Context: an optimization exercise on an open-source flow, tuned for a short achievable clock period and few clock cycles. The choices shown serve that exercise and are no tape-out recipe. Only simulation tests tie the RTL to the original design; equivalence was not proved. No activity file was given, so power comes from the tool's default toggle rates.

==> flow/design.v (outline; a module is shown in full before it is edited, if it fits) <==
// module mul_pipe: 2189 lines
// module ooo_top: 407 lines
module ooo_top (
  input  logic        clock,
  input  logic        reset,
  input  logic        dispatch_valid,
  input  logic [2:0]  dispatch_kind,
  input  logic [2:0]  dispatch_dest,
  input  logic [2:0]  dispatch_src_a,
  input  logic [2:0]  dispatch_src_b,
  input  logic        dispatch_use_imm,
  input  logic [31:0] dispatch_imm,
  output logic        dispatch_ready,
  output logic        commit_valid,
  output logic [2:0]  commit_dest,
  output logic [31:0] commit_value
);
  // ...
==> flow/flow/run.sh <==
#!/bin/bash
set -euo pipefail
bash standard.sh SETUP_SLACK_MARGIN=7.2 finish > standard_flow.log 2>&1
==> flow/standard.sh <==
#!/bin/bash
# synth_recipe.tcl (not shown) runs the flow's synth.tcl, then flattens the netlist and writes it again
# the make line also repeats each setting of config.mk as NAME=value (left out here)
make -C /OpenROAD-flow-scripts/flow DESIGN_CONFIG=/design/flow/config.mk WORK_HOME=/design/flow/orfs CLKGATE_MAP_FILE= SYNTH_SCRIPT=/design/flow/synth_recipe.tcl "${@:-finish}"
==> flow/config.mk <==
export PLATFORM = sky130hd
export DESIGN_NAME = ooo_top
export DESIGN_NICKNAME = ooo_top
export VERILOG_FILES = /design/flow/design.v
export SDC_FILE = /design/flow/constraint.sdc
export NUM_CORES = 4
export LEC_CHECK = 0
export CAP_MARGIN = 20
export CELL_PAD_IN_SITES_DETAIL_PLACEMENT = 1
export CELL_PAD_IN_SITES_GLOBAL_PLACEMENT = 2
export CORE_MARGIN = 2
export CORE_UTILIZATION = 30
export GPL_TIMING_DRIVEN = 1
export PLACE_DENSITY = 0.45
export SLEW_MARGIN = 20
==> flow/constraint.sdc <==
create_clock -name core_clock -period 11.0 [get_ports {clock}]
set_input_delay 2.2000 -clock core_clock [delete_from_list [all_inputs] [get_ports {clock}]]
set_output_delay 2.2000 -clock core_clock [all_outputs]
set_load 0.01 [all_outputs]
==> reports/results.txt, run 1 <==
Net switching power figure - 0.00906 W
Seq cells - 1271
Clock buffers - 240
Dominant kind of cell - multi-input gates
XOR/XNOR share of the synthesized area - 5.67%
I/O Buffers - 84
Setup repair after global routing missed its margin - true
Post-Synthesis Cells - 9021
Final instance area - 95100 um^2
Inverter count - 401
Clk pwr share - 28.5%
Most frequent cell after synthesis - dfxtp_1
Clk tree area frac - 6.06%
Post-cts sizing count - 453
Combinational Power Share - 41.7%
HPWL Detailed - 371000 um
MaxCap Viol Count - 0
Final cell count without fillers - 12.6k
P_comb - 0.00873 W
Combinational family with the most area after synthesis - compound AO/OA/AOI/OAI gates
Worst setup path endpoint - pb2[30]$_DFF_P_
GRT Residual Overflow - 0
Power in the clock group - 0.00597 W
Multi-input gate area - 49300 um^2
Area share of the largest cell type after synthesis - 29.4%
Initial antenna violation count - 74
Drt wl/cell - 44.3 um
Post-synth top cells - dfxtp_1, nand2_1, nor2_1, clkbuf_1, a22oi_1
DRC violations left - 0
Die area - 265000 um^2
Top Ports - 85
CTS tree - yes
R2R depth - 7
Pwr Density - 220 nW/um^2
Max Buffers Root-to-Sink - 4
Status - no timing/DRC/antenna violations
Testbench counts, summed over its fixed seeds: cycles 4,948.
==> inputs of run 2 (changes only) <==
--- a/flow/config.mk
+++ b/flow/config.mk
@@ -12,4 +12,5 @@
 export CORE_UTILIZATION = 30
 export GPL_TIMING_DRIVEN = 1
+export MIN_ROUTING_LAYER = met2
 export PLACE_DENSITY = 0.45
 export SLEW_MARGIN = 20
==> run 2 against run 1 <==
The flow now stops in 5_1_grt. Area after synthesis did not move. Synthesized cell count is the same.
==> reports/results.txt, run 2 <==
Status - did not finish
Halt Stage - 5_1_grt
Run-stopping error - [ERROR GRT-0116] Global routing finished with congestion. Check the congestion regions in the DRC Viewer.
# clock sinks - 1271
Synth unique cells - 86
Vias in the first global route - 128k
Yosys top cell by area - dfxtp_1
Primary FF master, synth - dfxtp_1
Post-Synthesis Cells - 9021 (unchanged)
Post-CTS Hold Buffers - 0
Top Ports - 85 (unchanged)
H-tree lvl count - 4
HPWL Detailed - 390000 um (+5.1%)
Area share of the largest cell type after synthesis - 29.4% (unchanged)
Post-synth top cells - dfxtp_1, nand2_1, nor2_1, clkbuf_1, a22oi_1
All-Layer GR Usage - 74.5%
GRT Residual Overflow - 211
First-pass GRT wire length - 912000 um
Effective utilization at floorplan - 30.1%
Top cells by area, synth - dfxtp_1, a22oi_1, mux2i_1, fa_1, edfxtp_1
Number of synthesized flops with an enable pin - 124
Die span in y - 514 um
Synthesized area per cell - 8.66 um^2
Most frequent cell after synthesis - dfxtp_1
Root Driver - clkbuf_16
Register bit total from synthesis - 1271
Asr flop ratio synth - 0%
Largest net degree at the start of global routing - 69
Pre-CTS WS - 4900 ps
Warnings, synthesis - 4
Register area share after synthesis - 34.2%
I/O Buffers - 84 (unchanged)
Rows - 187
Net Count, Synth - 9424
Mapped Area - 78100 um^2
Die Wd - 514 um
Max Buffers Root-to-Sink - 4 (unchanged)
Placer Congestion - 1.22
Clock buffer count from CTS - 170
[run 2: cell counts after synthesis]
No cell type changed its count.
[run 2: timing repair]
action,in CTS
endpoints found under the setup margin,361
pin swaps,66
gates cloned,20
setup buffers,82
gates resized for setup,445
[run 2: kinds of logic after synthesis]
kind of cell               share of synthesized area (%)
muxes                                               9.90
buffers and inverters                               6.30
and+or+nand+nor                                     11.7
DFF                                                 34.2
adders and majority gates                           7.60
xor gates and xnor gates                            5.67
AOI/OAI and AO/OA                                   24.7
[run 2: metal layers]
metal	GRT overflow	track usage [%]
met5	41	59.3
met4	5	53.4
met3	155	81.6
met2	10	80.2
met1	-	-
[run 2: per-stage QoR]
step,std cells,hold WS (ps),instance area (um^2)
floorplan,9021,310,79200
global placement,12000,310,84200
detailed placement,12000,313,84200
CTS,12400,326,92700
[run 2: worst min-delay path by stage]
stage                                       end  depth (start not counted)                   from  slack (ps)
after detailed placement      st_e3b[0]$_DFF_P_                          0         e3b[0]$_DFF_P_         310
after CTS                     st_e3b[0]$_DFF_P_                          0         e3b[0]$_DFF_P_         330
after floorplan               c_dest[0]$_DFF_P_                          0     s4_dest[0]$_DFF_P_         310
after global placement    u_mul.s2_c2_1$_DFF_P_                          0  u_mul.s1_c2_2$_DFF_P_         310
[run 2: power by group through the flow]
stage	combinational [W]	sequential (W)	clock (W)
after floorplan	0.00450	0.00586	0
after detailed placement	0.00827	0.00626	0
after global placement	0.00820	0.00626	0
after CTS	0.00865	0.00619	0.00594
==> module ooo_top, before the edit <==
module ooo_top (
  input  logic        clock,
  input  logic        reset,
  input  logic        dispatch_valid,
  input  logic [2:0]  dispatch_kind,
  input  logic [2:0]  dispatch_dest,
  input  logic [2:0]  dispatch_src_a,
  input  logic [2:0]  dispatch_src_b,
  input  logic        dispatch_use_imm,
  input  logic [31:0] dispatch_imm,
  output logic        dispatch_ready,
  output logic        commit_valid,
  output logic [2:0]  commit_dest,
  output logic [31:0] commit_value
);
  typedef struct packed {
    logic        is_mul;
    logic [3:0]  k;        
    logic [2:0]  dest;
    logic [7:0]  dest_oh;
    logic [2:0]  src_a;
    logic [2:0]  src_b;
    logic        use_imm;
    logic [31:0] imm;
  } op_t;
  typedef struct packed {
    logic pf;
    logic r1;
    logic r2;
    logic r3;
    logic n1;
    logic n2;
    logic n3;
  } sel_t;
  op_t         in_op;
  op_t         nx_op;
  logic        accept;
  logic        q0_v;
  logic        q1_v;
  op_t         q0;
  op_t         q1;
  logic        rdy;
  logic        deq;
  logic        q0_vn;
  logic        q1_vn;
  logic [31:0] rf [8];
  logic [31:0] rf_nx [8];
  logic [7:0]  loc_s1_r1;
  logic [7:0]  loc_s1_r2;
  logic [7:0]  loc_s1_r3;
  logic [7:0]  loc_s1_na;
  logic [7:0]  loc_s2_r2;
  logic [7:0]  loc_s2_r3;
  logic [7:0]  loc_s2_na;
  logic [7:0]  loc_s3_r3;
  logic [7:0]  nx_s1_r1;
  logic [7:0]  nx_s1_r2;
  logic [7:0]  nx_s1_r3;
  logic [7:0]  nx_s1_na;
  logic [7:0]  nx_s2_r2;
  logic [7:0]  nx_s2_r3;
  logic [7:0]  nx_s2_na;
  logic [7:0]  nx_s3_r3;
  logic [7:0]  w;
  logic        ir_v;
  op_t         ir;
  logic        ok1;
  logic        lv1;
  logic        lv2;
  sel_t        e1a;
  sel_t        e1b;
  sel_t        m1a;
  sel_t        m1b;
  sel_t        e2a;
  sel_t        e2b;
  sel_t        e3a;
  sel_t        e3b;
  logic [31:0] pa1;
  logic [31:0] pb1;
  logic        st_v;
  logic        st_e;
  logic        st_l1;
  logic        st_x;
  logic        st_l2;
  logic [3:0]  st_k;
  logic [2:0]  st_dest;
  logic [7:0]  st_dest_oh;
  logic [2:0]  st_src_a;
  logic [2:0]  st_src_b;
  logic        st_use_imm;
  logic [31:0] st_imm;
  sel_t        st_e2a;
  sel_t        st_e2b;
  sel_t        st_e3a;
  sel_t        st_e3b;
  logic [31:0] pa2;
  logic [31:0] pb2;
  logic [31:0] st_val;
  logic        s3_v;
  logic        s3_e;
  logic        s3_l1;
  logic        s3_x;
  logic        s3_mul;
  logic        s3_live;
  logic [3:0]  s3_k;
  logic [2:0]  s3_dest;
  logic [7:0]  s3_dest_oh;
  sel_t        s3_e3a;
  sel_t        s3_e3b;
  logic [31:0] pa3;
  logic [31:0] pb3;
  logic [31:0] s3_val;
  logic [31:0] r2_val;
  logic        s4_v;
  logic        s4_x;
  logic        s4_live;
  logic [2:0]  s4_dest;
  logic [7:0]  s4_dest_oh;
  logic [31:0] s4_val;
  logic [31:0] r3_val;
  logic        c_v;
  logic [2:0]  c_dest;
  logic [31:0] c_val;
  logic        stall;
  logic        issue;
  logic        ir_free;
  logic        iss_e;
  logic        iss_l1;
  logic        iss_x;
  logic [31:0] opa;
  logic [31:0] opb;
  logic [31:0] mopa;
  logic [47:0] mopb_enc;
  logic [47:0] pb1_enc;
  logic [47:0] st_enc;
  logic [47:0] r2_enc;
  logic [47:0] r3_enc;
  logic [31:0] alu_res;
  logic [31:0] opa2;
  logic [31:0] opb2;
  logic [31:0] l1_res;
  logic [31:0] opa3;
  logic [31:0] opb3;
  logic [31:0] l2_res;
  logic [31:0] prod;
  function automatic logic [47:0] booth_enc(input logic [31:0] x);
    logic [15:0] one;
    logic [15:0] two;
    logic [15:0] neg;
    logic [32:0] xe;
    xe = {x, 1'b0};
    for (int i = 0; i < 16; i++) begin
      one[i] = xe[2*i+1] ^ xe[2*i];
      two[i] = (xe[2*i+2] && !xe[2*i+1] && !xe[2*i]) || (!xe[2*i+2] && xe[2*i+1] && xe[2*i]);
      neg[i] = xe[2*i+2];
    end
    booth_enc = {one, two, neg};
  endfunction
  function automatic logic [31:0] alu(input logic [3:0] k, input logic [31:0] a,
                                      input logic [31:0] b);
    logic [32:0] sum;
    sum = {a, 1'b1} + {b, k[2]};
    alu = ({32{k[3] | k[2]}} & sum[32:1])
        | ({32{k[1]}} & (a & b))
        | ({32{k[0]}} & (a ^ b));
  endfunction
  always_comb begin
    in_op.is_mul  = dispatch_kind[2];
    in_op.k       = {dispatch_kind == 3'd0, dispatch_kind == 3'd1,
                     dispatch_kind == 3'd2, dispatch_kind == 3'd3};
    in_op.dest    = dispatch_dest;
    in_op.src_a   = dispatch_src_a;
    in_op.src_b   = dispatch_src_b;
    in_op.use_imm = dispatch_use_imm;
    in_op.imm     = dispatch_imm;
    for (int r = 0; r < 8; r++) begin
      in_op.dest_oh[r] = (dispatch_dest == 3'(r));
    end
  end
  assign dispatch_ready = rdy;
  assign accept         = dispatch_valid && !(q0_v && q1_v);
  assign deq   = ir_free && q0_v;
  assign q0_vn = deq ? (q1_v || accept) : (q0_v || accept);
  assign q1_vn = deq ? (q1_v && accept) : (q1_v || (q0_v && accept));
  always_ff @(posedge clock) begin
    if (reset) begin
      q0_v <= 1'b0;
      q1_v <= 1'b0;
      rdy  <= 1'b1;
    end else begin
      q0_v <= q0_vn;
      q1_v <= q1_vn;
      rdy  <= !(q0_vn && q1_vn);
    end
    if (deq) begin
      q0 <= q1_v ? q1 : in_op;
    end else if (!q0_v) begin
      q0 <= in_op;
    end
    if (accept) begin
      q1 <= in_op;
    end
  end
  assign stall   = ir.is_mul && !ok1;
  assign issue   = ir_v && !stall;
  assign ir_free = !ir_v || !stall;
  assign nx_op   = ir_free ? q0 : ir;
  assign iss_x   = issue && (ir.is_mul || lv2);
  assign iss_l1  = issue && !ir.is_mul && lv1;
  assign iss_e   = issue && !ir.is_mul && !lv1 && !lv2;
  always_ff @(posedge clock) begin
    if (reset) begin
      ir_v <= 1'b0;
    end else if (ir_free) begin
      ir_v <= q0_v;
    end
    if (ir_free) begin
      ir <= q0;
    end
  end
  always_comb begin
    w = issue ? ir.dest_oh : 8'd0;
    nx_s1_r1 = iss_e ? w : 8'd0;
    nx_s1_r2 = loc_s2_r2 & ~w;
    nx_s1_r3 = loc_s2_r3 & ~w;
    nx_s1_na = ((iss_l1 || iss_x) ? w : 8'd0) | (loc_s2_na & ~w);
    nx_s2_r2 = iss_l1 ? w : 8'd0;
    nx_s2_r3 = loc_s3_r3 & ~w;
    nx_s2_na = iss_x ? w : 8'd0;
    nx_s3_r3 = iss_x ? w : 8'd0;
  end
  always_ff @(posedge clock) begin
    if (reset) begin
      loc_s1_r1 <= '0;
      loc_s1_r2 <= '0;
      loc_s1_r3 <= '0;
      loc_s1_na <= '0;
      loc_s2_r2 <= '0;
      loc_s2_r3 <= '0;
      loc_s2_na <= '0;
      loc_s3_r3 <= '0;
    end else begin
      loc_s1_r1 <= nx_s1_r1;
      loc_s1_r2 <= nx_s1_r2;
      loc_s1_r3 <= nx_s1_r3;
      loc_s1_na <= nx_s1_na;
      loc_s2_r2 <= nx_s2_r2;
      loc_s2_r3 <= nx_s2_r3;
      loc_s2_na <= nx_s2_na;
      loc_s3_r3 <= nx_s3_r3;
    end
  end
  logic [7:0] la;
  logic [7:0] lb;
  logic       a1;
  logic       b1;
  logic       a2;
  logic       b2;
  always_comb begin
    la = {nx_s1_r1[nx_op.src_a], nx_s1_r2[nx_op.src_a], nx_s1_r3[nx_op.src_a],
          nx_s1_na[nx_op.src_a], nx_s2_r2[nx_op.src_a], nx_s2_r3[nx_op.src_a],
          nx_s2_na[nx_op.src_a], nx_s3_r3[nx_op.src_a]};
    lb = {nx_s1_r1[nx_op.src_b], nx_s1_r2[nx_op.src_b], nx_s1_r3[nx_op.src_b],
          nx_s1_na[nx_op.src_b], nx_s2_r2[nx_op.src_b], nx_s2_r3[nx_op.src_b],
          nx_s2_na[nx_op.src_b], nx_s3_r3[nx_op.src_b]};
    if (nx_op.use_imm) begin
      lb = '0;
    end
    a1 = !la[4];
    b1 = !lb[4];
    a2 = !la[1];
    b2 = !lb[1];
  end
  function automatic logic [6:0] sel(input logic en, input logic inv, input logic r1,
                                     input logic r2, input logic r3);
    sel = {en && !(r1 || r2 || r3),
           en && !inv && r1, en && !inv && r2, en && !inv && r3,
           en && inv && r1, en && inv && r2, en && inv && r3};
  endfunction
  logic nx_sub;
  assign nx_sub = nx_op.k[2];
  always_ff @(posedge clock) begin
    ok1 <= a1 && b1;
    lv1 <= !(a1 && b1) && a2 && b2;
    lv2 <= !(a1 && b1) && !(a2 && b2);
    e1a <= sel(!nx_op.is_mul, 1'b0, la[7], la[6], la[5]);
    e1b <= sel(!nx_op.is_mul, nx_sub, lb[7], lb[6], lb[5]);
    m1a <= sel(nx_op.is_mul, 1'b0, la[7], la[6], la[5]);
    m1b <= sel(nx_op.is_mul, 1'b0, lb[7], lb[6], lb[5]);
    e2a <= sel(1'b1, 1'b0, 1'b0, la[3], la[2]);
    e2b <= sel(1'b1, nx_sub, 1'b0, lb[3], lb[2]);
    e3a <= sel(1'b1, 1'b0, 1'b0, 1'b0, la[0]);
    e3b <= sel(1'b1, nx_sub, 1'b0, 1'b0, lb[0]);
  end
  always_comb begin
    for (int r = 0; r < 8; r++) begin
      if (reset) begin
        rf_nx[r] = '0;
      end else if (st_v && st_e && st_dest_oh[r]) begin
        rf_nx[r] = st_val;
      end else if (s3_v && s3_l1 && s3_dest_oh[r]) begin
        rf_nx[r] = r2_val;
      end else if (s4_v && s4_x && s4_live && s4_dest_oh[r]) begin
        rf_nx[r] = r3_val;
      end else begin
        rf_nx[r] = rf[r];
      end
    end
  end
  always_ff @(posedge clock) begin
    for (int r = 0; r < 8; r++) begin
      rf[r] <= rf_nx[r];
    end
    pa1 <= rf_nx[nx_op.src_a];
    pb1 <= (nx_op.use_imm ? nx_op.imm : rf_nx[nx_op.src_b]) ^ {32{nx_op.k[2]}};
    pa2 <= rf_nx[ir.src_a];
    pb2 <= (ir.use_imm ? ir.imm : rf_nx[ir.src_b]) ^ {32{ir.k[2]}};
    pa3 <= rf_nx[st_src_a];
    pb3 <= (st_use_imm ? st_imm : rf_nx[st_src_b]) ^ {32{st_k[2]}};
  end
  always_comb begin
    pb1_enc = booth_enc(pb1);
    st_enc  = booth_enc(st_val);
    r2_enc  = booth_enc(r2_val);
    r3_enc  = booth_enc(r3_val);
  end
  always_comb begin
    opa  = ({32{e1a.pf}} & pa1) | ({32{e1a.r1}} & st_val) | ({32{e1a.r2}} & r2_val)
         | ({32{e1a.r3}} & r3_val);
    opb  = ({32{e1b.pf}} & pb1) | ({32{e1b.r1}} & st_val) | ({32{e1b.r2}} & r2_val)
         | ({32{e1b.r3}} & r3_val) | ({32{e1b.n1}} & ~st_val) | ({32{e1b.n2}} & ~r2_val)
         | ({32{e1b.n3}} & ~r3_val);
    mopa = ({32{m1a.pf}} & pa1) | ({32{m1a.r1}} & st_val) | ({32{m1a.r2}} & r2_val)
         | ({32{m1a.r3}} & r3_val);
    mopb_enc = ({48{m1b.pf}} & pb1_enc) | ({48{m1b.r1}} & st_enc)
             | ({48{m1b.r2}} & r2_enc) | ({48{m1b.r3}} & r3_enc);
  end
  assign alu_res = alu(ir.k, opa, opb);
  mul_pipe u_mul (
    .clock(clock), .a(mopa),
    .bo(mopb_enc[47:32]), .bt(mopb_enc[31:16]), .bn(mopb_enc[15:0]),
    .p(prod)
  );
  always_comb begin
    opa2 = ({32{st_e2a.pf}} & pa2) | ({32{st_e2a.r2}} & r2_val) | ({32{st_e2a.r3}} & r3_val);
    opb2 = ({32{st_e2b.pf}} & pb2) | ({32{st_e2b.r2}} & r2_val) | ({32{st_e2b.r3}} & r3_val)
         | ({32{st_e2b.n2}} & ~r2_val) | ({32{st_e2b.n3}} & ~r3_val);
  end
  assign l1_res = alu(st_k, opa2, opb2);
  always_comb begin
    opa3 = ({32{s3_e3a.pf}} & pa3) | ({32{s3_e3a.r3}} & r3_val);
    opb3 = ({32{s3_e3b.pf}} & pb3) | ({32{s3_e3b.r3}} & r3_val) | ({32{s3_e3b.n3}} & ~r3_val);
  end
  assign l2_res = alu(s3_k, opa3, opb3);
  always_ff @(posedge clock) begin
    if (reset) begin
      st_v <= 1'b0;
      s3_v <= 1'b0;
      s4_v <= 1'b0;
      c_v  <= 1'b0;
    end else begin
      st_v <= issue;
      s3_v <= st_v;
      s4_v <= s3_v;
      c_v  <= s4_v;
    end
    st_e       <= iss_e;
    st_l1      <= iss_l1;
    st_x       <= iss_x;
    st_l2      <= !ir.is_mul && lv2;
    st_k       <= ir.k;
    st_dest    <= ir.dest;
    st_dest_oh <= ir.dest_oh;
    st_src_a   <= ir.src_a;
    st_src_b   <= ir.src_b;
    st_use_imm <= ir.use_imm;
    st_imm     <= ir.imm;
    st_e2a     <= e2a;
    st_e2b     <= e2b;
    st_e3a     <= e3a;
    st_e3b     <= e3b;
    st_val     <= alu_res;
    s3_e       <= st_e;
    s3_l1      <= st_l1;
    s3_x       <= st_x;
    s3_mul     <= st_x && !st_l2;
    s3_live    <= !(issue && ir.dest == st_dest);
    s3_k       <= st_k;
    s3_dest    <= st_dest;
    s3_dest_oh <= st_dest_oh;
    s3_e3a     <= st_e3a;
    s3_e3b     <= st_e3b;
    s3_val     <= st_val;
    r2_val     <= l1_res;
    s4_x       <= s3_x;
    s4_live    <= s3_live;
    s4_dest    <= s3_dest;
    s4_dest_oh <= s3_dest_oh;
    s4_val     <= s3_e ? s3_val : r2_val;
    r3_val     <= s3_mul ? prod : l2_res;
    c_dest     <= s4_dest;
    c_val      <= s4_x ? r3_val : s4_val;
  end
  assign commit_valid = c_v;
  assign commit_dest  = c_dest;
  assign commit_value = c_val;
endmodule
==> inputs of run 3 (changes only) <==
--- a/flow/design.v
+++ b/flow/design.v
@@ -2229,4 +2229,5 @@
     logic n3;
   } sel_t;
+  logic        reset_q;
   op_t         in_op;
   op_t         nx_op;
@@ -2361,4 +2362,7 @@
         | ({32{k[0]}} & (a ^ b));
   endfunction
+  always_ff @(posedge clock) begin
+    reset_q <= reset;
+  end
   always_comb begin
     in_op.is_mul  = dispatch_kind[2];
@@ -2380,12 +2384,17 @@
   assign q1_vn = deq ? (q1_v && accept) : (q1_v || (q0_v && accept));
   always_ff @(posedge clock) begin
-    if (reset) begin
+    if (reset_q) begin
       q0_v <= 1'b0;
       q1_v <= 1'b0;
-      rdy  <= 1'b1;
     end else begin
       q0_v <= q0_vn;
       q1_v <= q1_vn;
-      rdy  <= !(q0_vn && q1_vn);
+    end
+    if (reset) begin
+      rdy <= 1'b0;
+    end else if (reset_q) begin
+      rdy <= 1'b1;
+    end else begin
+      rdy <= !(q0_vn && q1_vn);
     end
     if (deq) begin
@@ -2406,5 +2415,5 @@
   assign iss_e   = issue && !ir.is_mul && !lv1 && !lv2;
   always_ff @(posedge clock) begin
-    if (reset) begin
+    if (reset_q) begin
       ir_v <= 1'b0;
     end else if (ir_free) begin
@@ -2427,5 +2436,5 @@
   end
   always_ff @(posedge clock) begin
-    if (reset) begin
+    if (reset_q) begin
       loc_s1_r1 <= '0;
       loc_s1_r2 <= '0;
@@ -2489,13 +2498,27 @@
     e3b <= sel(1'b1, nx_sub, 1'b0, 1'b0, lb[0]);
   end
+  logic [7:0] we1;
+  logic [7:0] we2;
+  logic [7:0] we3;
+  always_ff @(posedge clock) begin
+    if (reset_q) begin
+      we1 <= '0;
+      we2 <= '0;
+      we3 <= '0;
+    end else begin
+      we1 <= iss_e ? ir.dest_oh : 8'd0;
+      we2 <= (st_v && st_l1) ? st_dest_oh : 8'd0;
+      we3 <= (s3_v && s3_x && s3_live) ? s3_dest_oh : 8'd0;
+    end
+  end
   always_comb begin
     for (int r = 0; r < 8; r++) begin
-      if (reset) begin
+      if (reset_q) begin
         rf_nx[r] = '0;
-      end else if (st_v && st_e && st_dest_oh[r]) begin
+      end else if (we1[r]) begin
         rf_nx[r] = st_val;
-      end else if (s3_v && s3_l1 && s3_dest_oh[r]) begin
+      end else if (we2[r]) begin
         rf_nx[r] = r2_val;
-      end else if (s4_v && s4_x && s4_live && s4_dest_oh[r]) begin
+      end else if (we3[r]) begin
         rf_nx[r] = r3_val;
       end else begin
@@ -2508,6 +2531,7 @@
       rf[r] <= rf_nx[r];
     end
-    pa1 <= rf_nx[nx_op.src_a];
-    pb1 <= (nx_op.use_imm ? nx_op.imm : rf_nx[nx_op.src_b]) ^ {32{nx_op.k[2]}};
+    pa1 <= ir_free ? rf_nx[q0.src_a] : rf_nx[ir.src_a];
+    pb1 <= ir_free ? ((q0.use_imm ? q0.imm : rf_nx[q0.src_b]) ^ {32{q0.k[2]}})
+                   : ((ir.use_imm ? ir.imm : rf_nx[ir.src_b]) ^ {32{ir.k[2]}});
     pa2 <= rf_nx[ir.src_a];
     pb2 <= (ir.use_imm ? ir.imm : rf_nx[ir.src_b]) ^ {32{ir.k[2]}};
@@ -2550,15 +2574,14 @@
   assign l2_res = alu(s3_k, opa3, opb3);
   always_ff @(posedge clock) begin
-    if (reset) begin
+    if (reset_q) begin
       st_v <= 1'b0;
       s3_v <= 1'b0;
       s4_v <= 1'b0;
-      c_v  <= 1'b0;
     end else begin
       st_v <= issue;
       s3_v <= st_v;
       s4_v <= s3_v;
-      c_v  <= s4_v;
     end
+    c_v <= s4_v && !reset && !reset_q;
     st_e       <= iss_e;
     st_l1      <= iss_l1;
--- a/flow/config.mk
+++ b/flow/config.mk
@@ -12,5 +12,4 @@
 export CORE_UTILIZATION = 30
 export GPL_TIMING_DRIVEN = 1
-export MIN_ROUTING_LAYER = met2
 export PLACE_DENSITY = 0.45
 export SLEW_MARGIN = 20
==> run 3 against run 2 <==
The run now finishes clean. Area after synthesis grew 2.8%. Synthesized cell count fell by 0.76%.
==> reports/results.txt, run 3 <==
Status - no timing/DRC/antenna violations
Final Hold Fails - 0
Most common cell after layout, fill and taps aside - dfxtp_1
Reg with most FFs - rf
GRT Residual Overflow - 0
Worst setup path endpoint - pb1[27]$_DFF_P_
Most frequent cell after synthesis - dfxtp_1
Slew Viols, Final - 0
Crit path buf inv count - 1
Placer Congestion - 0.978 (-20%)
Critical path type - register to register
Synthesized area per cell - 8.97 um^2 (+3.6%)
Data arrival, critical path - 4770 ps
Top cells by area, synth - dfxtp_1, edfxtp_1, a22oi_1, mux2_2, fa_1
Net Count, Synth - 9355 (-0.73%)
Root Driver - clkbuf_16
Yosys top cell by area - dfxtp_1
Final ANT Viol Nets - 0
Worst Setup Slack, final - 7000 ps
HPWL Detailed - 370000 um (-5.1%)
Pleak - 35.8 nW
Die Wd - 521 um (+1.4%)
First-pass GRT wire length - 714000 um
Final Net Count - 9157
FF-to-FF setup slack - 7000 ps
Warnings, synthesis - 4 (unchanged)
MaxCap Viol Count - 0
Area share of the largest cell type after synthesis - 28.2% (-1.2 points)
Sequential Area - 27400 um^2
Area grow syn2layout - 14.8%
Crit start category - register
Drt first pass iters - 9
Setup repair after global routing missed its margin - true
P_int - 0.0120 W
Share of cells above drive strength 1 - 15.9%
Clock buffer count from CTS - 172 (+1.2%)
DRC violations left - 0
Die span in y - 521 um (+1.4%)
Tmin final - 4000 ps
Post-Synthesis Cells - 8952 (-0.76%)
Largest net degree at the start of global routing - 88
Core ar. - 266000 um^2
Effective utilization at floorplan - 30.2% (+0.085 points)
Combinational Power Share - 42.7%
Vias post-DR - 78.9k
Setup crit end kind - register
CP required - 11770 ps
Drt total wl - 538000 um
Most frequent cells in the layout - dfxtp_1, nand2_1, a22oi_1
Asr flop ratio synth - 0% (unchanged)
Post-synth top cells - dfxtp_1, nand2_1, clkbuf_1, a22oi_1, a21oi_1
Max Buffers Root-to-Sink - 4 (unchanged)
TNS Setup - 0 ps
# clock sinks - 1286 (+1.2%)
Worst Setup SP - q0[34]$_DFFE_PP_
Detailed router's first-iteration violation count - 9723
Crit. path cell count - 9
All-Layer GR Usage - 38.3%
Reg2reg end - pb1[27]$_DFF_P_
CP top delay family - simple AND/OR/NAND/NOR gates
Worst vdd ir - 272 uV
Slew HR - 16.4%
Setup Skew - 56.7 ps
Reg2Reg Launch Point - q0[34]$_DFFE_PP_
Critical-path maximum fanout - 24
H-tree lvl count - 4 (unchanged)
Sequential Power Share - 29.6%
Pre-CTS WS - 6370 ps (+1470 ps)
Min-delay worst type - register to register
Worst path most repeated cell - o21ai_0
Tcrit/Tclk final - 36.3%
Pwr Density - 234 nW/um^2
Synth unique cells - 90 (+4.7%)
Vias in the first global route - 76.9k
I/O Buffers - 84 (unchanged)
Filler cells - 30.1k
Initial antenna violation count - 78
Register bit total from synthesis - 1286 (+1.2%)
Worst Tran Pin Value - 1250 ps
Register area share after synthesis - 34.0% (-0.16 points)
Via density per instance - 6.33
Fmax - 0.250 GHz
Slowest stage delay, CP - 1030 ps
R2R depth - 9
Setup violators final - 0
CP max-delay cell - nor2_2
Rows - 189 (+1.1%)
Mapped Area - 80300 um^2 (+2.8%)
Die area - 272000 um^2
Primary FF master, synth - dfxtp_1
Largest register FFs - 256
Number of synthesized flops with an enable pin - 156 (+26%)
Net switching power figure - 0.00957 W
Clk pwr share - 27.6%
Top Ports - 85 (unchanged)
Switching share of power - 44.4%
Drt wl/cell - 43.2 um
Crit path cell chain - buf_4, nand2_1, nor2_2, a22oi_1, o21ai_0, o22ai_1, o21ai_0, xor2_1, mux2_2
CTS tree - yes
Worst-Skew Late Latency - 920 ps
CTS clock-pin slew for the worst setup and hold paths - 60 ps
Multi-input gate area - 49000 um^2
==> run 3: cell families (layout without fill, tap and decap cells) <==
group                    Yosys count  count (layout)  synth area share, %
AO/OA/AOI/OAI                   2659            2659                 22.7
AND/OR/NAND/NOR                 2064            2064                 11.7
flip-flops                      1286            1286                 34.0
buffers and inverters           1232            1172                 5.95
multiplexers                     830             833                 12.5
XOR/XNOR                         526             526                 5.74
adder cells (fa/ha/maj)          355             355                 7.39
other                              0              38                    0
==> run 3: through the flow <==
stage	cells	instance area, um^2	hold slack (ps)	total power (W)	util [%]
after detailed placement	12100	85400	313	0.0156	32.1
after floorplan	8952	80300	310	0.0106	-
after CTS	12400	91500	289	0.0216	34.4
after global placement	12100	85400	311	0.0156	32.1
after global routing	12400	92200	300	0.0223	34.7
final	12500	92200	296	0.0216	34.7
==> run 3: worst min-delay path by stage <==
stage	start	end	slack (ps)	cells past startpoint
floorplan	s4_dest[0]$_DFF_P_	c_dest[0]$_DFF_P_	310	0
global placement	s4_dest[0]$_DFF_P_	c_dest[0]$_DFF_P_	310	0
detailed placement	st_e$_DFF_P_	s3_e$_DFF_P_	310	0
CTS	e3a[3]$_DFF_P_	st_e3a[3]$_DFF_P_	290	0
global route	e3a[3]$_DFF_P_	st_e3a[3]$_DFF_P_	300	0
finish	e3a[3]$_DFF_P_	st_e3a[3]$_DFF_P_	300	0
==> run 3: layout make-up <==
| cell class | count | area share (%) |
|---|---|---|
| Antenna cell | 38 | 0.103 |
| Clock buffer | 252 | 5.45 |
| Clock inverter | 63 | 0.803 |
| Inverter | 376 | 1.55 |
| Multi-Input combinational cell | 6437 | 53.1 |
| Sequential cell | 1286 | 29.8 |
| Tap cell | 3533 | 4.79 |
| Timing Repair Buffer | 481 | 4.41 |
==> run 3: timing repair <==
item | 4_1_cts | 5_1_grt
hold buffers | 0 | 0
setup endpoints to repair | 168 | 92
cloned | 1 | 2
pin swaps | 6 | 19
resized for setup | 143 | 132
endpoints found under the hold margin | 0 | 0
buffers inserted | 8 | 12
==> run 3: power by group through the flow <==
stage	clock [W]	combinational (W)	sequential [W]
global placement	0	0.00915	0.00643
CTS	0.00605	0.00924	0.00635
finish	0.00596	0.00922	0.00639
floorplan	0	0.00461	0.00594
global route	0.00622	0.00970	0.00642
detailed placement	0	0.00919	0.00644
==> run 3: metal layers <==
layer  vias to the layer above  part of all wire [%]  track usage (%)
li1                      32000                     -                -
met1                     41000                    40             48.8
met2                      4537                    42             56.3
met3                      1271                    10             11.1
met4                        36                   7.7             25.0
met5                         -                 0.043                0
Testbench counts of run 3, summed over its fixed seeds: cycles 4,948.
==> inputs of run 4 (changes only) <==
--- a/flow/design.v
+++ b/flow/design.v
@@ -2512,4 +2512,16 @@
     end
   end
+  function automatic logic [31:0] upda(input logic [31:0] x, input logic [2:0] src);
+    upda = we1[src] ? st_val : we2[src] ? r2_val : we3[src] ? r3_val : x;
+  endfunction
+  function automatic logic [31:0] updb(input logic [31:0] x, input logic [2:0] src,
+                                       input logic use_imm, input logic sub);
+    if (use_imm) begin
+      updb = x;
+    end else begin
+      updb = we1[src] ? st_val ^ {32{sub}} : we2[src] ? r2_val ^ {32{sub}}
+           : we3[src] ? r3_val ^ {32{sub}} : x;
+    end
+  endfunction
   always_comb begin
     for (int r = 0; r < 8; r++) begin
@@ -2531,11 +2543,11 @@
       rf[r] <= rf_nx[r];
     end
-    pa1 <= ir_free ? rf_nx[q0.src_a] : rf_nx[ir.src_a];
+    pa1 <= ir_free ? rf_nx[q0.src_a] : upda(pa1, ir.src_a);
     pb1 <= ir_free ? ((q0.use_imm ? q0.imm : rf_nx[q0.src_b]) ^ {32{q0.k[2]}})
-                   : ((ir.use_imm ? ir.imm : rf_nx[ir.src_b]) ^ {32{ir.k[2]}});
-    pa2 <= rf_nx[ir.src_a];
-    pb2 <= (ir.use_imm ? ir.imm : rf_nx[ir.src_b]) ^ {32{ir.k[2]}};
-    pa3 <= rf_nx[st_src_a];
-    pb3 <= (st_use_imm ? st_imm : rf_nx[st_src_b]) ^ {32{st_k[2]}};
+                   : updb(pb1, ir.src_b, ir.use_imm, ir.k[2]);
+    pa2 <= upda(pa1, ir.src_a);
+    pb2 <= updb(pb1, ir.src_b, ir.use_imm, ir.k[2]);
+    pa3 <= upda(pa2, st_src_a);
+    pb3 <= updb(pb2, st_src_b, st_use_imm, st_k[2]);
   end
   always_comb begin
==> flow/flow/run.sh (replaced) <==
#!/bin/bash
set -euo pipefail
bash standard.sh SETUP_SLACK_MARGIN=7.5 finish > standard_flow.log 2>&1
--- a/flow/config.mk
+++ b/flow/config.mk
@@ -6,5 +6,5 @@
 export NUM_CORES = 4
 export LEC_CHECK = 0
-export CAP_MARGIN = 20
+export CAP_MARGIN = 40
 export CELL_PAD_IN_SITES_DETAIL_PLACEMENT = 1
 export CELL_PAD_IN_SITES_GLOBAL_PLACEMENT = 2
@@ -13,3 +13,3 @@
 export GPL_TIMING_DRIVEN = 1
 export PLACE_DENSITY = 0.45
-export SLEW_MARGIN = 20
+export SLEW_MARGIN = 50
==> run 4 against run 3 <==
Power is 3.9% lower. Synthesized cell count is 4.7% lower. Area after synthesis is 6.0% lower. Register-to-register slack better by 400 ps. Fmax is 11% higher. Worst setup slack better by 400 ps. Combinational power is 2.4% lower. Non-clock buffer count is 77 higher. Worst hold slack better by 24 ps. Global-route usage is 3.9 points lower. Sequential cell count is 64 lower. Utilization is 1.1 points higher. Critical endpoint is now st_val[30]$_DFF_P_.
==> reports/results.txt, run 4 <==
Most frequent cells in the layout - dfxtp_1, nand2_1, mux2i_1
Worst Tran Pin Value - 858 ps (-393 ps)
Final instance area - 89800 um^2 (-2.6%)
Switching share of power - 43.7% (-0.72 points)
Top flop regs - rf (256), q0 (55), q1 (55)
Placed instance area - 80300 um^2 (-5.9%)
Die span in y - 506 um (-3.0%)
Number of synthesized flops with an enable pin - 124 (-21%)
Synthesized area per cell - 8.85 um^2 (-1.3%)
Crit path buf inv count - 1 (unchanged)
Effective utilization at floorplan - 30.1% (-0.12 points)
MaxCap Viol Count - 0 (unchanged)
Die area - 256000 um^2 (-5.9%)
Primary FF master, synth - dfxtp_1
Die Wd - 506 um (-3.0%)
Critical-path maximum fanout - 29 (+21%)
P_int - 0.0117 W (-2.7%)
Vias in the first global route - 70.5k (-8.3%)
Top Ports - 85 (unchanged)
Crit path cell chain - buf_8, nor2b_1, a221oi_1, nand3_1, ha_1, and3_1, nand4_1, o21ai_2, a21oi_2, o2111a_1, o31ai_1, o311ai_0
Setup crit end kind - register
Slew HR - 42.8% (+26 points)
Most frequent cell after synthesis - dfxtp_1
Worst Setup Slack, final - 7410 ps (+405 ps)
Post-synth top cells - dfxtp_1, nand2_1, mux2i_1, clkbuf_1, a22oi_1
Initial antenna violation count - 47 (-40%)
Worst vdd ir - 176 uV (-35%)
Top cells by area, synth - dfxtp_1, mux2i_1, a22oi_1, fa_1, edfxtp_1
I/O Buffers - 84 (unchanged)
Worst-Skew Late Latency - 850 ps (-70 ps)
Placer Congestion - 0.895 (-8.5%)
Slowest stage delay, CP - 500 ps (-530 ps)
XOR/XNOR share of the synthesized area - 5.84% (+0.11 points)
Filler cells - 28.3k (-6.2%)
Critical path type - register to register
Area share of the largest cell type after synthesis - 29.1% (+0.94 points)
Sequential Power Share - 29.3% (-0.3 points)
Synth unique cells - 89 (-1.1%)
GRT Residual Overflow - 0 (unchanged)
Crit start category - register
Largest net degree at the start of global routing - 76 (-14%)
Rows - 184 (-2.6%)
Fmax - 0.278 GHz (+11%)
All-Layer GR Usage - 34.4% (-3.9 points)
First-pass GRT wire length - 618000 um (-13%)
Asr flop ratio synth - 0% (unchanged)
Clk pwr share - 27.2% (-0.4 points)
Core ar. - 251000 um^2 (-5.6%)
H-tree lvl count - 4 (unchanged)
Vias post-DR - 71.3k (-9.6%)
Clock buffer count from CTS - 161 (-6.4%)
Share of cells above drive strength 1 - 16.8% (+0.91 points)
Pwr Density - 231 nW/um^2 (-1.3%)
Yosys top cell by area - dfxtp_1
Simple-gate area share of the yosys netlist - 10.9% (-0.89 points)
Final ANT Viol Nets - 0 (unchanged)
Largest register FFs - 256 (unchanged)
Drt wl/cell - 38.9 um (-9.8%)
Reg with most FFs - rf
Max Buffers Root-to-Sink - 3 (-1)
Post-synthesis mux area share - 13.9% (+1.5 points)
Final Hold Fails - 0 (unchanged)
Synth Area in Compound Gates - 21.2% (-1.5 points)
Drt first pass iters - 7 (-2)
Setup repair after global routing missed its margin - true
Register bit total from synthesis - 1222 (-5.0%)
Detailed router's first-iteration violation count - 7724 (-21%)
CTS clock-pin slew for the worst setup and hold paths - 60 ps (about the same)
Post-Synthesis Cells - 8532 (-4.7%)
CP top delay family - compound AO/OA/AOI/OAI gates
WHS - 320 ps (+24.0 ps)
Register area share after synthesis - 34.0% (+0.040 points)
DRC violations left - 0 (unchanged)
Synth Area in Adders - 7.86% (+0.47 points)
Most common cell after layout, fill and taps aside - dfxtp_1
CP required - 11700 ps (-70 ps)
Setup violators final - 0 (unchanged)
Via density per instance - 6.01 (-5.0%)
Pleak - 35.3 nW (-1.2%)
Net switching power figure - 0.00904 W (-5.5%)
Net Count, Synth - 8935 (-4.5%)
Tmin final - 3590 ps (-405 ps)
Final Net Count - 8769 (-4.2%)
Mapped Area - 75500 um^2 (-6.0%)
HPWL Detailed - 300000 um (-19%)
Slew Viols, Final - 0 (unchanged)
Tcrit/Tclk final - 32.7% (-3.7 points)
Warnings, synthesis - 4 (unchanged)
# clock sinks - 1222 (-5.0%)
Drt total wl - 462000 um (-14%)
CTS tree - yes
Setup Skew - 38.4 ps (-18.3 ps)
CP max-delay cell - ha_1
Data arrival, critical path - 4290 ps (-480 ps)
TNS Setup - 0 ps (unchanged)
Root Driver - clkbuf_16
Status - no timing/DRC/antenna violations
Combinational Power Share - 43.4% (+0.7 points)
Combinational family with the most area after synthesis - compound AO/OA/AOI/OAI gates
Min-delay worst type - register to register
Area grow syn2layout - 18.9%
Pre-CTS WS - 6760 ps (+389 ps)
## run 4: cell count changes after synthesis, sizes merged, moves of 39 or more
cell    previous run  this run
buf              204       248
mux4              97        58
mux2i            358       713
o211ai           216        73
nand2b           233        73
o22a               9        62
inv              368       326
o21ai            427       601
mux2             375       184
nor2             460       596
a21oi            506       330
## run 4: final timing paths
path                       from                 end  slack (ps)  cells past startpoint
max          r3_val[17]$_DFF_P_  st_val[30]$_DFF_P_        7410                     12
min              e2a[6]$_DFF_P_   st_e2a[6]$_DFF_P_         320                      0
max reg2reg  r3_val[17]$_DFF_P_  st_val[30]$_DFF_P_        7410                     12
min reg2reg      e2a[6]$_DFF_P_   st_e2a[6]$_DFF_P_         320                      0
## run 4: repair_timing
action,CTS,global route
pin swaps,65,85
hold buffers,0,0
cloned,17,10
resized for setup,502,202
endpoints found under the hold margin,0,0
endpoints found under the setup margin,191,133
buffers inserted,87,38
## run 4: layout make-up
class                      instances  area (um^2)  share of cell area, %
antenna                           19         47.5                 0.0529
clock buffer                     211         4430                   4.93
clock inverter                    80         1160                   1.29
inverter                         330         1270                   1.41
multi-input combinational       6093        46600                   51.9
sequential                      1222        26000                   28.9
tap                             3348         4190                   4.66
timing repair buffer             558         6180                   6.89
## run 4: logic make-up after synthesis
| kind of cell | count (synthesis) |
|---|---|
| adder cells (fa/ha/maj) | 355 |
| AO/OA/AOI/OAI | 2377 |
| flip-flops | 1222 |
| multiplexers | 955 |
| AND/OR/NAND/NOR | 1901 |
| buffers and inverters | 1218 |
| XOR/XNOR | 504 |
## run 4: power groups by stage
stage	registers, W	clock network, W	logic (W)
2_1_floorplan	0.00563	0	0.00461
3_3_place_gp	0.00609	0	0.00804
3_5_place_dp	0.00610	0	0.00814
4_1_cts	0.00603	0.00577	0.00874
5_1_grt	0.00609	0.00594	0.00959
6_report	0.00608	0.00564	0.00900
## run 4: layer usage
metal / vias to the layer above / track usage [%] / part of all wire, %
li1: 30100 / - / -
met3: 969 / 6.27 / 7.5
met2: 3241 / 53.9 / 44
met5: - / 0 / 0.024
met4: 16 / 17.9 / 6.4
met1: 37000 / 45.1 / 42
## run 4: stage by stage
step	instances	utilization, %	power, W
2_1_floorplan	8532	-	0.0102
3_3_place_gp	11400	31.8	0.0141
3_5_place_dp	11400	32.0	0.0142
4_1_cts	11800	35.2	0.0205
5_1_grt	11800	35.8	0.0216
6_report	11900	35.8	0.0207
Testbench counts of run 4, summed over its fixed seeds: cycles 4,948.
==> inputs of run 5 (changes only) <==
--- a/flow/config.mk
+++ b/flow/config.mk
@@ -10,6 +10,6 @@
 export CELL_PAD_IN_SITES_GLOBAL_PLACEMENT = 2
 export CORE_MARGIN = 2
-export CORE_UTILIZATION = 30
+export CORE_UTILIZATION = 40
 export GPL_TIMING_DRIVEN = 1
-export PLACE_DENSITY = 0.45
+export PLACE_DENSITY = 0.55
 export SLEW_MARGIN = 50
==> run 5 against run 4 <==
Still clean. Synthesized cell count unchanged. Global-route usage grew 5.5 points. Area after synthesis did not move. Non-clock buffer count fell by 51. Utilization increased by 11 points. Cell area decreased by 2.9%. Worst setup slack improved by 11 ps. Via count shrank 0.79%. Register-to-register slack hardly changed. Highest routed layer unchanged. Sequential cell count stayed put.
==> reports/results.txt, run 5 <==
Post-CTS Hold Buffers - 0 (unchanged)
Net Count, Synth - 8935 (unchanged)
Mapped Area - 75500 um^2 (unchanged)
MaxCap Viol Count - 0 (unchanged)
Final Net Count - 8704 (-0.74%)
Root Driver - clkbuf_16
Setup violators final - 0 (unchanged)
Synth unique cells - 89 (unchanged)
Crit start category - register
Critical-path maximum fanout - 32 (+10%)
Final instance area - 87200 um^2 (-2.9%)
Pwr Density - 226 nW/um^2 (-1.9%)
Rows - 159 (-14%)
Vias in the first global route - 69.9k (-0.88%)
Max Buffers Root-to-Sink - 3 (unchanged)
Asr flop ratio synth - 0% (unchanged)
Pre-CTS WS - 6810 ps (+48.6 ps)
Drt wl/cell - 36.6 um (-6.1%)
CTS clock-pin slew for the worst setup and hold paths - 60 ps (about the same)
TNS Setup - 0 ps (unchanged)
Placed instance area - 79000 um^2 (-1.7%)
Min-delay worst type - register to register
Largest register FFs - 256 (unchanged)
Top Layer Used - met5
Initial antenna violation count - 31 (-34%)
Post-Synthesis Cells - 8532 (unchanged)
Drt total wl - 399000 um (-13%)
Die area - 192000 um^2 (-25%)
Met1 wire length - 161000 um (-17%)
Reg with most FFs - rf
Met3 WL post-DR - 36400 um (+5.7%)
Slew HR - 42.1% (-0.74 points)
Area grow syn2layout - 15.5%
Worst-Skew Late Latency - 850 ps (about the same)
Top Ports - 85 (unchanged)
Final ANT Viol Nets - 0 (unchanged)
Critical path type - register to register
Yosys top cell by area - dfxtp_1
Die span in y - 439 um (-13%)
DRC violations left - 0 (unchanged)
Slew Viols, Final - 0 (unchanged)
Post-synth top cells - dfxtp_1, nand2_1, mux2i_1, clkbuf_1, a22oi_1
Largest net degree at the start of global routing - 79 (+3.9%)
Primary FF master, synth - dfxtp_1
Wire length on met2 - 171000 um (-17%)
CP required - 11720 ps (+20 ps)
Effective utilization at floorplan - 40.3% (+10 points)
Clock buffer count from CTS - 148 (-8.1%)
CTS tree - yes
Final Hold Fails - 0 (unchanged)
Data arrival, critical path - 4310 ps (+20 ps)
I/O Buffers - 84 (unchanged)
# clock sinks - 1222 (unchanged)
Synthesized area per cell - 8.85 um^2 (unchanged)
Via density per instance - 6.47 (+7.7%)
Setup Skew - 25.7 ps (-12.7 ps)
Drt first pass iters - 9 (+2)
Fmax - 0.279 GHz (+0.29%)
Warnings, synthesis - 4 (unchanged)
Most frequent cell after synthesis - dfxtp_1
GRT Residual Overflow - 0 (unchanged)
Register area share after synthesis - 34.0% (unchanged)
Setup crit end kind - register
Share of cells above drive strength 1 - 15.7% (-1.1 points)
Register bit total from synthesis - 1222 (unchanged)
Most frequent cells in the layout - dfxtp_1, nand2_1, mux2i_1
Detailed router's first-iteration violation count - 8108 (+5.0%)
Top flop regs - rf (256), q0 (55), q1 (55)
Setup repair after global routing missed its margin - true
Status - no timing/DRC/antenna violations
Most common cell after layout, fill and taps aside - dfxtp_1
Number of synthesized flops with an enable pin - 124 (unchanged)
Die Wd - 439 um (-13%)
Worst Tran Pin Value - 869 ps (+11.0 ps)
Worst vdd ir - 228 uV (+30%)
Top cells by area, synth - dfxtp_1, mux2i_1, a22oi_1, fa_1, edfxtp_1
Tcrit/Tclk final - 32.6% (-0.096 points)
Area share of the largest cell type after synthesis - 29.1% (unchanged)
Final core utilization - 46.5% (+11 points)
Worst Setup Slack, final - 7420 ps (+10.5 ps)
WHS - 323 ps (+2.68 ps)
Core ar. - 188000 um^2 (-25%)
Vias post-DR - 70.7k (-0.79%)
Placer Congestion - 0.997 (+11%)
All-Layer GR Usage - 39.9% (+5.5 points)
HPWL Detailed - 259000 um (-14%)
First-pass GRT wire length - 549000 um (-11%)
Tmin final - 3580 ps (-10.5 ps)
Pleak - 34.6 nW (-2.0%)
H-tree lvl count - 4 (unchanged)
-- run 5: cell counts after synthesis --
Identical to the previous run, type by type.
-- run 5: per-layer routing --
layer | global-route usage, % | vias up
met5 | 0 | -
met4 | 27.2 | 12
met3 | 8.91 | 944
met2 | 59.6 | 3684
met1 | 51.2 | 36100
li1 | - | 30000
-- run 5: layout make-up --
| type | count | area [um^2] |
|---|---|---|
| Multi-Input combinational cell | 6092 | 46500 |
| Inverter | 330 | 1260 |
| Tap cell | 2495 | 3120 |
| Sequential cell | 1222 | 25900 |
| Fill cell | 21000 | 100000 |
| Clock buffer | 206 | 4360 |
| Antenna cell | 12 | 30.0 |
| Clock inverter | 64 | 752 |
| Timing Repair Buffer | 507 | 5310 |
-- run 5: path summary, 6_finish.rpt --
kind | start | endpoint | slack, ps | cells after the start
hold / removal | e2a[3]$_DFF_P_ | st_e2a[3]$_DFF_P_ | 320 | 0
hold reg to reg | e2a[3]$_DFF_P_ | st_e2a[3]$_DFF_P_ | 320 | 0
setup reg to reg | e1b[6]$_DFF_P_ | st_val[15]$_DFF_P_ | 7420 | 16
setup / recovery | e1b[6]$_DFF_P_ | st_val[15]$_DFF_P_ | 7420 | 16
-- run 5: worst max-delay path: stages (launching register included) --
cell      delay [ps]
dfxtp_1          320
buf_12           170
a221oi_2         280
nand3_2          140
fa_2             380
a211oi_2         210
nor2_2            70
o41a_1           450
o41ai_4          210
buf_4            200
buf_6            100
o31a_1           190
buf_4            130
o21bai_1          70
a21oi_2          180
nor3_2            50
a221o_1          270
-- run 5: timing repair --
item,in CTS,in global routing
pin swaps,45,91
hold endpoints to repair,0,0
cloned,7,9
setup buffers,50,50
resized for setup,428,234
endpoints found under the setup margin,176,111
-- run 5: cell families after synthesis --
| logic type | count (synthesis) | share of synthesized area, % |
|---|---|---|
| AOI/OAI and AO/OA | 2377 | 21.2 |
| xor gates and xnor gates | 504 | 5.84 |
| adders and majority gates | 355 | 7.86 |
| buffers and inverters | 1218 | 6.23 |
| DFF | 1222 | 34.0 |
| muxes | 955 | 13.9 |
| and+or+nand+nor | 1901 | 10.9 |
-- run 5: where the power goes --
| group | internal (W) | switching (W) |
|---|---|---|
| logic | 0.00295 | 0.00566 |
| clock network | 0.00301 | 0.00221 |
| registers | 0.00530 | 0.000599 |
| total | 0.0113 | 0.00847 |
-- run 5: stage by stage --
stage | total power [W] | std cells
4_1_cts | 0.0194 | 10900
3_5_place_dp | 0.0138 | 10500
5_1_grt | 0.0205 | 10900
6_report | 0.0197 | 10900
2_1_floorplan | 0.0102 | 8532
3_3_place_gp | 0.0136 | 10500
==> inputs of run 6 (changes only) <==
--- a/flow/config.mk
+++ b/flow/config.mk
@@ -10,6 +10,6 @@
 export CELL_PAD_IN_SITES_GLOBAL_PLACEMENT = 2
 export CORE_MARGIN = 2
-export CORE_UTILIZATION = 40
+export CORE_UTILIZATION = 45
 export GPL_TIMING_DRIVEN = 1
-export PLACE_DENSITY = 0.55
+export PLACE_DENSITY = 0.62
 export SLEW_MARGIN = 50
==> run 6 against run 5 <==
Register-to-register slack got worse by 30 ps. Clock-buffer cell count decreased by 3. Worst hold slack got worse by 23 ps. Area after synthesis unchanged. Critical path depth decreased by 8. Still clean on timing, DRC and antenna. Combinational power increased by 2%. Synthesized cell count unchanged. Sequential power increased by 3%. Power increased by 2.0%. First-iteration DRC count increased by 28%.
==> reports/results.txt, run 6 <==
Area grow syn2layout - 16.2%
Core ar. - 167000 um^2 (-11%)
Top cells by area, synth - dfxtp_1, mux2i_1, a22oi_1, fa_1, edfxtp_1
FF-to-FF setup slack - 7390 ps (-30 ps)
Register bit total from synthesis - 1222 (unchanged)
First-pass GRT wire length - 549000 um (about the same)
Vias post-DR - 73.8k (+4.3%)
WHS - 300 ps (-22.5 ps)
Final cell count without fillers - 10.7k (-2.2%)
Synthesized area per cell - 8.85 um^2 (unchanged)
Vias in the first global route - 70.6k (+1.0%)
MaxCap Viol Count - 0 (unchanged)
Warnings, synthesis - 4 (unchanged)
Most common cell after layout, fill and taps aside - dfxtp_1
Post-CTS Hold Buffers - 0 (unchanged)
Pleak - 34.9 nW (+0.74%)
Via density per instance - 6.90 (+6.6%)
Net switching power figure - 0.00871 W (+2.8%)
H-tree lvl count - 4 (unchanged)
Yosys top cell by area - dfxtp_1
Combinational Power Share - 43.7% (about the same)
Reg with most FFs - rf
Largest net degree at the start of global routing - 74 (-6.3%)
Setup violators final - 0 (unchanged)
P_int - 0.0114 W (+1.3%)
Drt wl/cell - 38.0 um (+3.9%)
Rows - 150 (-5.7%)
Post-Synthesis Cells - 8532 (unchanged)
Placed insts - 10.2k (-3.0%)
Most frequent cell after synthesis - dfxtp_1
Primary FF master, synth - dfxtp_1
Setup Skew - 45.9 ps (+20.2 ps)
Status - no timing/DRC/antenna violations
Initial antenna violation count - 44 (+42%)
Data arrival, critical path - 4400 ps (+90 ps)
All-Layer GR Usage - 45.0% (+5.1 points)
Synth unique cells - 89 (unchanged)
Multi-input gate area - 46600 um^2 (+0.32%)
Drt total wl - 406000 um (+1.6%)
Fmax - 0.277 GHz (-0.83%)
CP required - 11790 ps (+70 ps)
Top flop regs - rf (256), q0 (55), q1 (55)
Sequential Power Share - 30.2% (+0.3 points)
DRC violations left - 0 (unchanged)
Die area - 171000 um^2 (-11%)
Most frequent cells in the layout - dfxtp_1, nand2_1, mux2i_1
# clock sinks - 1222 (unchanged)
Asr flop ratio synth - 0% (unchanged)
Die Wd - 414 um (-5.7%)
Final Hold Fails - 0 (unchanged)
CTS clock-pin slew for the worst setup and hold paths - 70 ps (about the same)
Clk pwr share - 26.1% (-0.4 points)
GRT Residual Overflow - 0 (unchanged)
Switching share of power - 43.3% (+0.35 points)
Worst Tran Pin Value - 854 ps (-14.4 ps)
Share of cells above drive strength 1 - 16.4% (+0.67 points)
Top Ports - 85 (unchanged)
Clock buffer count from CTS - 147 (-0.68%)
Crit start category - register
Critical-path maximum fanout - 21 (-34%)
Largest register FFs - 256 (unchanged)
Number of synthesized flops with an enable pin - 124 (unchanged)
Sequential Area - 26000 um^2 (+0.33%)
Area share of the largest cell type after synthesis - 29.1% (unchanged)
Setup repair after global routing missed its margin - true
Post-synth top cells - dfxtp_1, nand2_1, mux2i_1, clkbuf_1, a22oi_1
Die span in y - 414 um (-5.7%)
Net Count, Synth - 8935 (unchanged)
Root Driver - clkbuf_16
Tmin final - 3610 ps (+29.9 ps)
TNS Setup - 0 ps (unchanged)
Final Net Count - 8727 (+0.26%)
Setup crit end kind - register
Min-delay worst type - register to register
Placer Congestion - 0.987 (-1.0%)
Drt first pass iters - 10 (+1)
Tcrit/Tclk final - 32.8% (+0.27 points)
Critical path type - register to register
Detailed router's first-iteration violation count - 10.4k (+28%)
Effective utilization at floorplan - 45.3% (+5.0 points)
HPWL Detailed - 256000 um (-1.2%)
Pwr Density - 229 nW/um^2 (+1.4%)
Slew HR - 43.0% (+0.96 points)
Worst vdd ir - 200 uV (-13%)
Register area share after synthesis - 34.0% (unchanged)
I/O Buffers - 84 (unchanged)
Filler cells - 18.6k (-11%)
Mapped Area - 75500 um^2 (unchanged)
Slew Viols, Final - 0 (unchanged)
Worst-Skew Late Latency - 860 ps (about the same)
Final ANT Viol Nets - 0 (unchanged)
CTS tree - yes
Max Buffers Root-to-Sink - 3 (unchanged)
==> run 6: power groups by stage <==
stage	clock [W]	sequential, W	combinational [W]
3_5_place_dp	0	0.00602	0.00761
4_1_cts	0.00528	0.00598	0.00805
6_report	0.00526	0.00607	0.00880
5_1_grt	0.00545	0.00608	0.00925
3_3_place_gp	0	0.00600	0.00741
2_1_floorplan	0	0.00563	0.00461
==> run 6: final timing paths <==
check                                            from                     to  cells after the start
worst max register to register       q0[38]$_DFFE_PP_         pa1[3]$_DFF_P_                      8
worst max-delay path                 q0[38]$_DFFE_PP_         pa1[3]$_DFF_P_                      8
worst min register to register  u_mul.s1_c0_1$_DFF_P_  u_mul.s2_c0_1$_DFF_P_                      0
worst min-delay path            u_mul.s1_c0_1$_DFF_P_  u_mul.s2_c0_1$_DFF_P_                      0
==> run 6: cell families (layout without fill, tap and decap cells) <==
group / Yosys count / in the layout / synth area share [%]
AO/OA/AOI/OAI: 2377 / 2377 / 21.2
XOR/XNOR: 504 / 504 / 5.84
flip-flops: 1222 / 1222 / 34.0
adder cells (fa/ha/maj): 355 / 355 / 7.86
AND/OR/NAND/NOR: 1901 / 1901 / 10.9
multiplexers: 955 / 955 / 13.9
other: 0 / 41 / 0
buffers and inverters: 1218 / 1128 / 6.23
==> run 6: area by class of cell <==
| cell class | count | share of cell area (%) |
|---|---|---|
| flip-flops and latches | 1222 | 29.6 |
| multi-input cells | 6092 | 53.1 |
| diodes | 41 | 0.117 |
| repair buffers | 531 | 6.73 |
| inverters | 330 | 1.44 |
| clock buffers | 203 | 4.71 |
| clock inverters | 64 | 1.08 |
| well taps | 2204 | 3.14 |
==> run 6: critical path, cell delays in order (launching register included) <==
cell      delay [ps]
edfxtp_1         650
clkinv_2         530
buf_4            470
nor2_2           510
a221oi_1         200
nor2_1           190
a21oi_1           90
o221ai_1         680
o21a_1           210
==> run 6: per-layer routing <==
| layer | global-route usage (%) | routed length [um] | vias up |
|---|---|---|---|
| met2 | 65.8 | 168000 | 5203 |
| li1 | - | - | 30000 |
| met3 | 14.3 | 50300 | 1601 |
| met5 | 0 | 165 | - |
| met4 | 31.8 | 36200 | 18 |
| met1 | 56.0 | 151000 | 36900 |
==> run 6: timing repair <==
| item | CTS | global route |
|---|---|---|
| setup endpoints to repair | 158 | 111 |
| gates resized for setup | 465 | 284 |
| pin swaps | 47 | 88 |
| buffers inserted | 62 | 79 |
| gates cloned | 11 | 15 |
==> run 6: through the flow <==
| step | utilization (%) | instance area (um^2) | power [W] | setup slack, ps |
|---|---|---|---|---|
| after floorplan | - | 75700 | 0.0102 | 7460 |
| after global placement | 46.7 | 78000 | 0.0134 | 6620 |
| after detailed placement | 47.0 | 78400 | 0.0136 | 6930 |
| after CTS | 51.1 | 85300 | 0.0193 | 7370 |
| after global routing | 52.5 | 87600 | 0.0208 | 7340 |
| final | 52.6 | 87700 | 0.0201 | 7390 |
==> inputs of run 7 (changes only) <==
==> flow/flow/run.sh (replaced) <==
#!/bin/bash
set -euo pipefail
bash standard.sh SETUP_SLACK_MARGIN=7.8 finish > standard_flow.log 2>&1
--- a/flow/config.mk
+++ b/flow/config.mk
@@ -6,10 +6,10 @@
 export NUM_CORES = 4
 export LEC_CHECK = 0
-export CAP_MARGIN = 40
+export CAP_MARGIN = 60
 export CELL_PAD_IN_SITES_DETAIL_PLACEMENT = 1
 export CELL_PAD_IN_SITES_GLOBAL_PLACEMENT = 2
 export CORE_MARGIN = 2
-export CORE_UTILIZATION = 45
+export CORE_UTILIZATION = 30
 export GPL_TIMING_DRIVEN = 1
-export PLACE_DENSITY = 0.62
-export SLEW_MARGIN = 50
+export PLACE_DENSITY = 0.5
+export SLEW_MARGIN = 70
==> run 7 against run 6 <==
Global-route usage down 11 points. Critical endpoint is now st_val[27]$_DFF_P_. Still clean on timing, DRC and antenna. Critical path type unchanged. Routed wire length up 12%. Via count down 3.3%. Sequential cell count unchanged.
==> reports/results.txt, run 7 <==
Core ar. - 251000 um^2 (+50%)
Tmin final - 3710 ps (+98.1 ps)
Die span in y - 506 um (+22%)
Number of synthesized flops with an enable pin - 124 (unchanged)
TNS Setup - 0 ps (unchanged)
Detailed router's first-iteration violation count - 6966 (-33%)
Drt total wl - 453000 um (+12%)
Tcrit/Tclk final - 33.7% (+0.89 points)
Setup violators final - 0 (unchanged)
MaxCap Viol Count - 0 (unchanged)
Top Ports - 85 (unchanged)
Met1 wire length - 195000 um (+29%)
Top flop regs - rf (256), q0 (55), q1 (55)
Critical-path maximum fanout - 5 (-76%)
Yosys top cell by area - dfxtp_1
Worst Setup Slack, final - 7290 ps (-98.1 ps)
Vias post-DR - 71.3k (-3.3%)
Largest net degree at the start of global routing - 66 (-11%)
Most frequent cell after synthesis - dfxtp_1
First-pass GRT wire length - 615000 um (+12%)
Filler cells - 27.8k (+50%)
Reg with most FFs - rf
All-Layer GR Usage - 34.2% (-11 points)
CTS clock-pin slew for the worst setup and hold paths - 60 ps (about the same)
Clock buffer count from CTS - 162 (+10%)
Status - no timing/DRC/antenna violations
DRC violations left - 0 (unchanged)
Final ANT Viol Nets - 0 (unchanged)
Final Net Count - 8966 (+2.7%)
Die Wd - 506 um (+22%)
Worst Tran Pin Value - 521 ps (-333 ps)
Post-Synthesis Cells - 8532 (unchanged)
Post-CTS Hold Buffers - 0 (unchanged)
Worst-Skew Late Latency - 900 ps (+40 ps)
Synth unique cells - 89 (unchanged)
Slew Viols, Final - 0 (unchanged)
Mapped Area - 75500 um^2 (unchanged)
I/O Buffers - 84 (unchanged)
Root Driver - clkbuf_16
Synthesized area per cell - 8.85 um^2 (unchanged)
Warnings, synthesis - 4 (unchanged)
CTS tree - yes
HPWL Detailed - 299000 um (+17%)
Asr flop ratio synth - 0% (unchanged)
Pre-CTS WS - 6860 ps (-70.9 ps)
Most frequent cells in the layout - dfxtp_1, nand2_1, mux2i_1
Fmax - 0.270 GHz (-2.6%)
Pwr Density - 224 nW/um^2 (-2.4%)
Setup crit end kind - register
Setup repair after global routing missed its margin - true
Slew HR - 65.2% (+22 points)
Share of cells above drive strength 1 - 21.9% (+5.5 points)
Final instance area - 95300 um^2 (+8.6%)
Register bit total from synthesis - 1222 (unchanged)
Final Hold Fails - 0 (unchanged)
Wire length on met2 - 201000 um (+20%)
Initial antenna violation count - 41 (-6.8%)
Data arrival, critical path - 4520 ps (+120 ps)
Total power draw - 0.0213 W (+6.0%)
Rows - 184 (+23%)
Top Layer Used - met5
Min-delay worst type - register to register
Area share of the largest cell type after synthesis - 29.1% (unchanged)
Drt first pass iters - 6 (-4)
CP required - 11810 ps (+20 ps)
Net Count, Synth - 8935 (unchanged)
Primary FF master, synth - dfxtp_1
Area grow syn2layout - 26.2%
Placed instance area - 83600 um^2 (+6.6%)
Drt wl/cell - 37.6 um (-1.0%)
Most common cell after layout, fill and taps aside - dfxtp_1
Die area - 256000 um^2 (+49%)
Register area share after synthesis - 34.0% (unchanged)
Post-synth top cells - dfxtp_1, nand2_1, mux2i_1, clkbuf_1, a22oi_1
Vias in the first global route - 71.2k (+0.89%)
GRT Residual Overflow - 0 (unchanged)
Critical path type - register to register
# clock sinks - 1222 (unchanged)
Largest register FFs - 256 (unchanged)
Placer Congestion - 0.887 (-10%)
Max Buffers Root-to-Sink - 3 (unchanged)
Via density per instance - 5.92 (-14%)
H-tree lvl count - 4 (unchanged)
Met3 WL post-DR - 29600 um (-41%)
Top cells by area, synth - dfxtp_1, mux2i_1, a22oi_1, fa_1, edfxtp_1
Effective utilization at floorplan - 30.1% (-15 points)
Pleak - 37.4 nW (+7.2%)
Setup Skew - 68.0 ps (+22.1 ps)
Worst vdd ir - 179 uV (-10%)
Crit start category - register
==> run 7: cell counts after synthesis <==
No cell type changed its count.
==> run 7: cell type report <==
type	instances	area [um^2]	share of cell area, %
Multi-Input combinational cell	6092	48500	50.9
Clock inverter	75	1250	1.31
Tap cell	3348	4190	4.40
Timing Repair Buffer	755	9470	9.93
Sequential cell	1222	26000	27.3
Clock buffer	217	4560	4.79
Antenna cell	13	32.5	0.0341
Inverter	330	1310	1.37
==> run 7: timing repair <==
| action | CTS | global route |
|---|---|---|
| cloned | 26 | 6 |
| gates resized for setup | 578 | 265 |
| buffers inserted | 154 | 72 |
| endpoints found under the setup margin | 209 | 168 |
| pin swaps | 141 | 124 |
==> run 7: stage by stage <==
step                      cells  util (%)  hold slack, ps
final                     12100      38.0             316
after global routing      12000      38.0             333
after CTS                 12000      37.1             319
after detailed placement  11500      33.3             316
after global placement    11400      31.9             312
after floorplan            8532         -             310
==> run 7: worst max-delay path: stages, from the launching register on <==
cell	delay [ps]
dfxtp_4	410
buf_12	170
mux2i_1	230
nand3_2	140
fa_2	400
a211oi_4	240
nor2_2	70
o41a_1	430
o41ai_4	360
buf_4	200
buf_6	90
o31a_1	140
buf_6	140
o21ai_4	70
a21o_1	190
a211oi_2	170
o21ai_1	90
o211ai_1	90
==> run 7: logic make-up (layout without fill, tap and decap cells) <==
family | Yosys count | after routing | share of synthesized area, %
buffers and inverters | 1218 | 1377 | 6.23
flip-flops | 1222 | 1222 | 34.0
other | 0 | 13 | 0
AND/OR/NAND/NOR | 1901 | 1901 | 10.9
multiplexers | 955 | 955 | 13.9
AO/OA/AOI/OAI | 2377 | 2377 | 21.2
XOR/XNOR | 504 | 504 | 5.84
adder cells (fa/ha/maj) | 355 | 355 | 7.86
==> run 7: worst paths after layout <==
| path | slack, ps | endpoint | startpoint | cells past startpoint |
|---|---|---|---|---|
| worst max-delay path | 7290 | st_val[27]$_DFF_P_ | r3_val[0]$_DFF_P_ | 17 |
| worst min-delay path | 320 | st_e2a[3]$_DFF_P_ | e2a[3]$_DFF_P_ | 0 |
| worst max register to register | 7290 | st_val[27]$_DFF_P_ | r3_val[0]$_DFF_P_ | 17 |
| worst min register to register | 320 | st_e2a[3]$_DFF_P_ | e2a[3]$_DFF_P_ | 0 |
==> run 7: routing by layer <==
layer,vias up,track usage [%]
met5,-,0
met4,16,17.7
met3,809,5.45
met2,3004,53.4
met1,37000,45.4
li1,30500,-
==> run 7: where the power goes <==
part / leakage, nW / switching (W) / internal [W]
logic: 24.2 / 0.00610 / 0.00347
clock network: 2.82 / 0.00240 / 0.00344
registers: 10.4 / 0.000618 / 0.00531
total: 37.4 / 0.00912 / 0.0122

Re-timed with assumed drivers on the ports (clkbuf_16 on the clock, buf_2 on other inputs), run 7 has 7.290 ns of setup slack against 7.290 ns with ideal ports, and 7.051 ns once port delays also move by the mid clock arrival of 0.960 ns.
